From an optimization exercise on the open Yosys and OpenROAD flow, aimed at small area; shortcuts taken in it are not production practice. Where RTL was checked, it was by simulation tests only, not by an equivalence proof against the original. No activity file was given, so power comes from the tool's default toggle rates.

==> 12-15 <==
==> flow/design.v <==
module fabric_bitstream_loader #(
    parameter int          NUM_ROWS       = 16,
    parameter int          NUM_COLUMNS    = 16,
    parameter int          FRAMES_PER_COL = 20,
    parameter logic [31:0] SYNC_WORD      = 32'hFAB0_FAB1
) (
    input  logic                                clk_i,
    input  logic                                rst_ni,
    input  logic [31:0]                         bitstream_data_i,
    input  logic                                bitstream_valid_i,
    output logic [NUM_ROWS*32-1:0]              frame_data_o,
    output logic [NUM_COLUMNS*FRAMES_PER_COL-1:0] frame_strobe_o,
    output logic                                config_busy_o,
    output logic                                config_done_o,
    output logic                                error_o
);
    localparam int FW = NUM_ROWS * 32;
    localparam int NS = NUM_COLUMNS * FRAMES_PER_COL;
    localparam int RW = (NUM_ROWS > 1) ? $clog2(NUM_ROWS) : 1;
    localparam int CW = (NUM_COLUMNS > 1) ? $clog2(NUM_COLUMNS) : 1;
    localparam int BW = (NUM_ROWS > 1) ? FW - 32 : 32;
    localparam logic [3:0] OP_WRITE  = 4'h1;
    localparam logic [3:0] OP_DESYNC = 4'hD;
    typedef enum logic [1:0] {S_IDLE, S_HEADER, S_DATA, S_CHECK} state_t;
    logic [31:0] sum_q;
    state_t          state_q, state_d;
    logic [RW-1:0]   row_q;
    logic [BW-1:0]   buf_nq;     
    logic [FW-1:0]   frame_nq;   
    logic            fvn_q;      
    logic [CW-1:0]   col_q, scol_q;
    logic [4:0]      frm_q, sfrm_q;
    logic            ok_q;
    logic            pend_q, pend_d;
    logic            sflag_q;
    logic            done_q, done_d;
    logic            err_q, err_d;
    logic [FW-1:0]   shift_w;
    logic            in_range;
    logic            hdr_wr, dat_wr, last_wr, sync_wr;
    if (NUM_ROWS > 1) begin : g_shift
        assign shift_w = {buf_nq[FW-33:0], ~bitstream_data_i};
    end else begin : g_single
        assign shift_w = ~bitstream_data_i;
    end
    assign in_range = ({24'd0, bitstream_data_i[23:16]} < 32'(NUM_COLUMNS)) &&
                      ({27'd0, bitstream_data_i[4:0]}   < 32'(FRAMES_PER_COL));
    assign sync_wr = bitstream_valid_i && (state_q == S_IDLE) && (bitstream_data_i == SYNC_WORD);
    assign hdr_wr  = bitstream_valid_i && (state_q == S_HEADER) && (bitstream_data_i[31:28] == OP_WRITE);
    assign dat_wr  = bitstream_valid_i && (state_q == S_DATA);
    assign last_wr = dat_wr && (row_q == RW'(NUM_ROWS - 1));
    always_comb begin
        state_d  = state_q;
        pend_d   = 1'b0;
        done_d   = 1'b0;
        err_d    = err_q;
        if (bitstream_valid_i) begin
            case (state_q)
                S_IDLE: begin
                    if (bitstream_data_i == SYNC_WORD) begin
                        state_d = S_HEADER;
                        err_d   = 1'b0;
                    end
                end
                S_HEADER: begin
                    case (bitstream_data_i[31:28])
                        OP_WRITE: begin
                            state_d = S_DATA;
                            if (!in_range) err_d = 1'b1;
                        end
                        OP_DESYNC: begin
                            state_d = S_CHECK;
                        end
                        default: begin
                            state_d = S_IDLE;
                            err_d   = 1'b1;
                        end
                    endcase
                end
                S_DATA: begin
                    if (row_q == RW'(NUM_ROWS - 1)) begin
                        pend_d  = ok_q;
                        state_d = S_HEADER;
                    end
                end
                S_CHECK: begin
                    state_d = S_IDLE;
                    if (bitstream_data_i == sum_q) done_d = 1'b1;
                    else                           err_d  = 1'b1;
                end
                default: state_d = S_IDLE;
            endcase
        end
    end
    always_ff @(posedge clk_i or negedge rst_ni) begin
        if (!rst_ni) begin
            state_q  <= S_IDLE;
            pend_q   <= 1'b0;
            sflag_q  <= 1'b0;
            done_q   <= 1'b0;
            err_q    <= 1'b0;
        end else begin
            state_q  <= state_d;
            pend_q   <= pend_d;
            sflag_q  <= pend_q;
            done_q   <= done_d;
            err_q    <= err_d;
        end
    end
    always_ff @(posedge clk_i or negedge rst_ni) begin
        if (!rst_ni)      fvn_q <= 1'b1;
        else if (last_wr) fvn_q <= 1'b0;
    end
    always_ff @(posedge clk_i) begin
        if (last_wr) frame_nq <= shift_w;
    end
    always_ff @(posedge clk_i) begin
        if (bitstream_valid_i) buf_nq <= shift_w[BW-1:0];
    end
    always_ff @(posedge clk_i) begin
        if (hdr_wr) begin
            col_q <= bitstream_data_i[16 +: CW];
            frm_q <= bitstream_data_i[4:0];
            ok_q  <= in_range;
            row_q <= '0;
        end else if (dat_wr) begin
            row_q <= row_q + 1'b1;
        end
    end
    always_ff @(posedge clk_i) begin
        if (pend_q) begin
            scol_q <= col_q;
            sfrm_q <= frm_q;
        end
    end
    always_ff @(posedge clk_i) begin
        if (sync_wr)     sum_q <= '0;
        else if (dat_wr) sum_q <= sum_q + bitstream_data_i;
    end
    logic [NUM_COLUMNS-1:0]    col_hot;
    logic [FRAMES_PER_COL-1:0] frm_hot;
    always_comb begin
        for (int c = 0; c < NUM_COLUMNS; c++)
            col_hot[c] = sflag_q && (scol_q == CW'(c));
        for (int f = 0; f < FRAMES_PER_COL; f++)
            frm_hot[f] = (sfrm_q == 5'(f));
    end
    always_comb begin
        for (int c = 0; c < NUM_COLUMNS; c++)
            for (int f = 0; f < FRAMES_PER_COL; f++)
                frame_strobe_o[c*FRAMES_PER_COL + f] = col_hot[c] & frm_hot[f];
    end
    assign frame_data_o   = ~(frame_nq | {FW{fvn_q}});
    assign config_busy_o  = (state_q != S_IDLE);
    assign config_done_o  = done_q;
    assign error_o        = err_q;
endmodule
==> flow/flow/run.sh <==
#!/bin/bash
# Standard ORFS layout (the standard.sh, standard synthesis unchanged) with
# smaller cells for port buffers and larger clock sink clusters.
set -euo pipefail
bash standard.sh \
  "BUFFER_PORTS_ARGS=-buffer_cell sky130_fd_sc_hd__buf_1" \
  "CTS_ARGS=-sink_clustering_enable -repair_clock_nets -dont_use_dummy_load -sink_clustering_size 36 -sink_clustering_max_diameter 60 -buf_list sky130_fd_sc_hd__clkbuf_16" \
  finish > make_finish.log 2>&1
==> flow/standard.sh <==
#!/bin/bash
# synth_recipe.tcl (not shown) runs the flow's synth.tcl, then flattens the netlist and writes it again
# the make line also repeats each setting of config.mk as NAME=value (left out here)
make -C /OpenROAD-flow-scripts/flow DESIGN_CONFIG=/design/flow/config.mk WORK_HOME=/design/flow/orfs CLKGATE_MAP_FILE= SYNTH_SCRIPT=/design/flow/synth_recipe.tcl "${@:-finish}"
==> flow/config.mk <==
export PLATFORM = sky130hd
export DESIGN_NAME = fabric_bitstream_loader
export DESIGN_NICKNAME = fabric_bitstream_loader
export VERILOG_FILES = /design/flow/design.v
export SDC_FILE = /design/flow/constraint.sdc
export NUM_CORES = 4
export LEC_CHECK = 0
export CAP_MARGIN = 20
export CORE_MARGIN = 2
export CORE_UTILIZATION = 60
export SLEW_MARGIN = 20
==> flow/constraint.sdc <==
create_clock -name core_clock -period 5.0 [get_ports {clk_i}]
set_input_delay 1.0000 -clock core_clock [delete_from_list [all_inputs] [get_ports {clk_i}]]
set_output_delay 1.0000 -clock core_clock [all_outputs]
set_load 0.01 [all_outputs]
==> inputs of 09-27, as changes to 12-15 <==
==> flow/design.v, changed modules only <==
module fabric_bitstream_loader #(
    parameter int          NUM_ROWS       = 16,
    parameter int          NUM_COLUMNS    = 16,
    parameter int          FRAMES_PER_COL = 20,
    parameter logic [31:0] SYNC_WORD      = 32'hFAB0_FAB1
) (
    input  logic                                clk_i,
    input  logic                                rst_ni,
    input  logic [31:0]                         bitstream_data_i,
    input  logic                                bitstream_valid_i,
    output logic [NUM_ROWS*32-1:0]              frame_data_o,
    output logic [NUM_COLUMNS*FRAMES_PER_COL-1:0] frame_strobe_o,
    output logic                                config_busy_o,
    output logic                                config_done_o,
    output logic                                error_o
);
    localparam int FW = NUM_ROWS * 32;
    localparam int NS = NUM_COLUMNS * FRAMES_PER_COL;
    localparam int RW = (NUM_ROWS > 1) ? $clog2(NUM_ROWS) : 1;
    localparam int CW = (NUM_COLUMNS > 1) ? $clog2(NUM_COLUMNS) : 1;
    localparam int BW = (NUM_ROWS > 1) ? FW - 32 : 32;
    localparam logic [3:0] OP_WRITE  = 4'h1;
    localparam logic [3:0] OP_DESYNC = 4'hD;
    typedef enum logic [1:0] {S_IDLE, S_HEADER, S_DATA, S_CHECK} state_t;
    logic [31:0] sum_q;
    state_t          state_q, state_d;
    logic [RW-1:0]   row_q;
    logic [BW-1:0]   buf_nq;     
    logic [FW-1:0]   frame_nq;   
    logic            fvn_q;      
    logic [CW-1:0]   col_nq;     
    logic [4:0]      frm_nq;     
    logic            ok_q;
    logic            hcap_q;
    logic [31:0]     hdr_w;
    logic            hdr_in_range;
    logic            pend_q, pend_d;
    logic            sflag_q;
    logic            done_q, done_d;
    logic            err_q, err_d;
    logic [FW-1:0]   shift_w;
    logic            in_range;
    logic            hdr_wr, dat_wr, last_wr, sync_wr;
    logic            sum_eq;
    if (NUM_ROWS > 1) begin : g_shift
        assign shift_w = {buf_nq[FW-33:0], ~bitstream_data_i};
    end else begin : g_single
        assign shift_w = ~bitstream_data_i;
    end
    assign in_range = ({24'd0, bitstream_data_i[23:16]} < 32'(NUM_COLUMNS)) &&
                      ({27'd0, bitstream_data_i[4:0]}   < 32'(FRAMES_PER_COL));
    assign sync_wr = bitstream_valid_i && (state_q == S_IDLE) && (bitstream_data_i == SYNC_WORD);
    assign hdr_wr  = bitstream_valid_i && (state_q == S_HEADER) && (bitstream_data_i[31:28] == OP_WRITE);
    assign dat_wr  = bitstream_valid_i && (state_q == S_DATA);
    assign last_wr = dat_wr && (row_q == RW'(NUM_ROWS - 1));
    always_comb begin
        state_d  = state_q;
        pend_d   = 1'b0;
        done_d   = 1'b0;
        err_d    = err_q;
        if (bitstream_valid_i) begin
            case (state_q)
                S_IDLE: begin
                    if (bitstream_data_i == SYNC_WORD) begin
                        state_d = S_HEADER;
                        err_d   = 1'b0;
                    end
                end
                S_HEADER: begin
                    case (bitstream_data_i[31:28])
                        OP_WRITE: begin
                            state_d = S_DATA;
                            if (!in_range) err_d = 1'b1;
                        end
                        OP_DESYNC: begin
                            state_d = S_CHECK;
                        end
                        default: begin
                            state_d = S_IDLE;
                            err_d   = 1'b1;
                        end
                    endcase
                end
                S_DATA: begin
                    if (row_q == RW'(NUM_ROWS - 1)) begin
                        pend_d  = ok_q;
                        state_d = S_HEADER;
                    end
                end
                S_CHECK: begin
                    state_d = S_IDLE;
                    if (sum_eq) done_d = 1'b1;
                    else                           err_d  = 1'b1;
                end
                default: state_d = S_IDLE;
            endcase
        end
    end
    always_ff @(posedge clk_i or negedge rst_ni) begin
        if (!rst_ni) begin
            state_q  <= S_IDLE;
            pend_q   <= 1'b0;
            sflag_q  <= 1'b0;
            done_q   <= 1'b0;
            err_q    <= 1'b0;
        end else begin
            state_q  <= state_d;
            pend_q   <= pend_d;
            sflag_q  <= pend_q;
            done_q   <= done_d;
            err_q    <= err_d;
        end
    end
    always_ff @(posedge clk_i or negedge rst_ni) begin
        if (!rst_ni)      fvn_q <= 1'b1;
        else if (last_wr) fvn_q <= 1'b0;
    end
    always_ff @(posedge clk_i) begin
        if (last_wr) frame_nq <= shift_w;
    end
    always_ff @(posedge clk_i) begin
        if (bitstream_valid_i) buf_nq <= shift_w[BW-1:0];
    end
    always_ff @(posedge clk_i) begin
        if (hdr_wr)      row_q <= '0;
        else if (dat_wr) row_q <= row_q + 1'b1;
    end
    assign hdr_w        = ~buf_nq[31:0];
    assign hdr_in_range = ({24'd0, hdr_w[23:16]} < 32'(NUM_COLUMNS)) &&
                          ({27'd0, hdr_w[4:0]}   < 32'(FRAMES_PER_COL));
    always_ff @(posedge clk_i) begin
        hcap_q <= hdr_wr;
    end
    always_ff @(posedge clk_i) begin
        if (hcap_q) begin
            col_nq <= buf_nq[16 +: CW];
            frm_nq <= buf_nq[4:0];
            ok_q   <= hdr_in_range;
        end
    end
    logic [31:0] sum_p, sum_g, sum_c, sum_n;
    assign sum_p = sum_q ^ bitstream_data_i;
    assign sum_g = sum_q & bitstream_data_i;
    for (genvar l = 0; l <= 5; l++) begin : g_pl
        logic [31:0] gg, pp;
        if (l == 0) begin : g_in
            assign gg = sum_g;
            assign pp = sum_p;
        end else begin : g_lvl
            for (genvar i = 0; i < 32; i++) begin : g_pi
                if ((i >> (l-1)) & 1) begin : g_op
                    localparam int J = ((i >> (l-1)) << (l-1)) - 1;
                    assign gg[i] = g_pl[l-1].gg[i] | (g_pl[l-1].pp[i] & g_pl[l-1].gg[J]);
                    assign pp[i] = g_pl[l-1].pp[i] & g_pl[l-1].pp[J];
                end else begin : g_pass
                    assign gg[i] = g_pl[l-1].gg[i];
                    assign pp[i] = g_pl[l-1].pp[i];
                end
            end
        end
    end
    assign sum_c = {g_pl[5].gg[30:0], 1'b0};
    assign sum_n  = sum_p ^ sum_c;
    assign sum_eq = ~|sum_p;
    always_ff @(posedge clk_i) begin
        if (sync_wr)     sum_q <= '0;
        else if (dat_wr) sum_q <= sum_n;
    end
    logic [NUM_COLUMNS-1:0]    col_hot;
    logic [FRAMES_PER_COL-1:0] frm_hot;
    always_comb begin
        for (int c = 0; c < NUM_COLUMNS; c++)
            col_hot[c] = sflag_q && (~col_nq == CW'(c));
        for (int f = 0; f < FRAMES_PER_COL; f++)
            frm_hot[f] = (~frm_nq == 5'(f));
    end
    always_comb begin
        for (int c = 0; c < NUM_COLUMNS; c++)
            for (int f = 0; f < FRAMES_PER_COL; f++)
                frame_strobe_o[c*FRAMES_PER_COL + f] = col_hot[c] & frm_hot[f];
    end
    assign frame_data_o   = ~(frame_nq | {FW{fvn_q}});
    assign config_busy_o  = (state_q != S_IDLE);
    assign config_done_o  = done_q;
    assign error_o        = err_q;
endmodule
==> flow/flow/run.sh (replaced) <==
#!/bin/bash
# Standard ORFS layout (the standard.sh, standard synthesis unchanged) with
# smaller cells for port buffers and larger clock sink clusters.
set -euo pipefail
bash standard.sh \
  "BUFFER_PORTS_ARGS=-buffer_cell sky130_fd_sc_hd__buf_1" \
  "CTS_ARGS=-sink_clustering_enable -repair_clock_nets -dont_use_dummy_load -sink_clustering_size 20 -sink_clustering_max_diameter 60 -buf_list sky130_fd_sc_hd__clkbuf_8" \
  finish > make_finish.log 2>&1
==> inputs of 02-02, as changes to 12-15 <==
--- a/flow/design.v
+++ b/flow/design.v
@@ -37,7 +37,7 @@
     logic            err_q, err_d;
     logic [FW-1:0]   shift_w;
     logic            in_range;
-    logic            hdr_wr, dat_wr, last_wr, sync_wr;
+    logic            hdr_wr, dat_wr, last_wr;
     if (NUM_ROWS > 1) begin : g_shift
         assign shift_w = {buf_nq[FW-33:0], ~bitstream_data_i};
     end else begin : g_single
@@ -45,7 +45,6 @@
     end
     assign in_range = ({24'd0, bitstream_data_i[23:16]} < 32'(NUM_COLUMNS)) &&
                       ({27'd0, bitstream_data_i[4:0]}   < 32'(FRAMES_PER_COL));
-    assign sync_wr = bitstream_valid_i && (state_q == S_IDLE) && (bitstream_data_i == SYNC_WORD);
     assign hdr_wr  = bitstream_valid_i && (state_q == S_HEADER) && (bitstream_data_i[31:28] == OP_WRITE);
     assign dat_wr  = bitstream_valid_i && (state_q == S_DATA);
     assign last_wr = dat_wr && (row_q == RW'(NUM_ROWS - 1));
@@ -134,8 +133,7 @@
         end
     end
     always_ff @(posedge clk_i) begin
-        if (sync_wr)     sum_q <= '0;
-        else if (dat_wr) sum_q <= sum_q + bitstream_data_i;
+        sum_q <= (state_q == S_IDLE) ? '0 : sum_q + (dat_wr ? bitstream_data_i : '0);
     end
     logic [NUM_COLUMNS-1:0]    col_hot;
     logic [FRAMES_PER_COL-1:0] frm_hot;
==> flow/flow/run.sh (replaced) <==
#!/bin/bash
# Standard ORFS layout (the standard.sh, standard synthesis unchanged) with
# smaller cells for port buffers and larger clock sink clusters.
set -euo pipefail
bash standard.sh \
  "BUFFER_PORTS_ARGS=-buffer_cell sky130_fd_sc_hd__buf_1" \
  "CTS_ARGS=-sink_clustering_enable -repair_clock_nets -dont_use_dummy_load -sink_clustering_size 18 -sink_clustering_max_diameter 50 -buf_list sky130_fd_sc_hd__clkbuf_8" \
  finish > make_finish.log 2>&1
==> comparison table <==
| item | 02-02 | 12-15 | 09-27 |
|---|---|---|---|
| Outcome | complete, no violations | complete, no violations | complete, no violations |
| Peak fanout along the critical path | 10 | 13 | 20 |
| Area share of the leading cell type in the synthesized netlist | 79.4% | 80.1% | 81.0% |
| Number of sequential storage elements | 1054 | 1054 | 1046 |
| XOR/XNOR share of the synthesized area | 1.03% | 0.462% | 0.472% |
| Clock-cell share | 2.61% | 2.88% | 2.15% |
| Setup slack of the most critical reg-to-reg path | 1.29 ns | 2.26 ns | 2.29 ns |
| Diodes inserted | 3 | 4 | 2 |
| Path category of the worst min-delay check | input pin to asynchronous set/reset pin | register to register | input pin to asynchronous set/reset pin |
| Synth-to-layout area growth | 14.7% | 14.5% | 13.9% |
| Area occupied by multi-input gates | 0.00634 mm² | 0.00598 mm² | 0.00555 mm² |
| Maximum vdd drop | 0.000208 V | 0.000281 V | 0.000217 V |
| Fraction of synthesis flops using an asynchronous set or reset pin | 0.664% | 0.664% | 0.669% |
| Total power consumption of the routed design | 0.0144 W | 0.0145 W | 0.0138 W |
| Overall fraction of global-route tracks in use | 31.8% | 31.1% | 32.1% |
| Met2 Use GR | 51.2% | 50.0% | 51.6% |
| Amount of wire on met3 after detailed routing | 9680 µm | 8830 µm | 9330 µm |
| Met1 WL | 39400 µm | 38200 µm | 39800 µm |
| Placed wire-length estimate after detailed placement | 77200 µm | 75100 µm | 76600 µm |
| Vias | 24053 | 23415 | 22902 |
| Share of the synthesized area in compound gates (AO/OA/AOI/OAI) | 2.33% | 2.41% | 1.82% |
| Actual slew at the worst max-slew pin | 1.25 ns | 1.21 ns | 1.30 ns |
| Power Combinational | 0.000408 W | 0.000204 W | 0.000190 W |
| Max-Slew Margin vs Limit | 16.5% | 19.4% | 13.4% |
| CP bufs+invs | 2 | 2 | 1 |
| Max Fclk | 242 MHz | 248 MHz | 232 MHz |
| Basic-gate share of the synthesized area counting and, or, nand and nor cells | 11.9% | 11.7% | 11.1% |
The RTL of 12-15 was laid out without a check of its function.

[port drivers added, routing unchanged]
The results above use ideal ports. As a check the final layouts listed here were re-extracted and re-timed, cells and wires unchanged.
Step 1, drivers: a clkbuf_16 drives clk_i and a buf_2 each remaining input, both assumed.
Step 2 also shifts input and output timing later by t, the mid clock arrival at the registers, as if the neighbouring blocks saw the same clock.
Slacks: ideal / step 1 / step 2; pairs: ideal / step 1.
run | shift t [ns] | setup slack, ns | hold slack, ns | worst data-port slew with drivers (ns)
12-15 | 0.679 | 0.975 / 0.906 / 1.263 | 0.391 / 0.391 / 0.391 | 0.13
09-27 | 0.684 | 0.681 / 0.618 / 1.302 | 0.276 / 0.371 / 0.371 | 0.20
02-02 | 0.713 | 0.871 / 0.803 / 0.708 | 0.322 / 0.293 / 0.401 | 0.06
After both steps every run listed still meets setup and hold. The setup slack of 02-02, which loses most, moves by -0.068 ns with the drivers and by -0.163 ns with both steps.
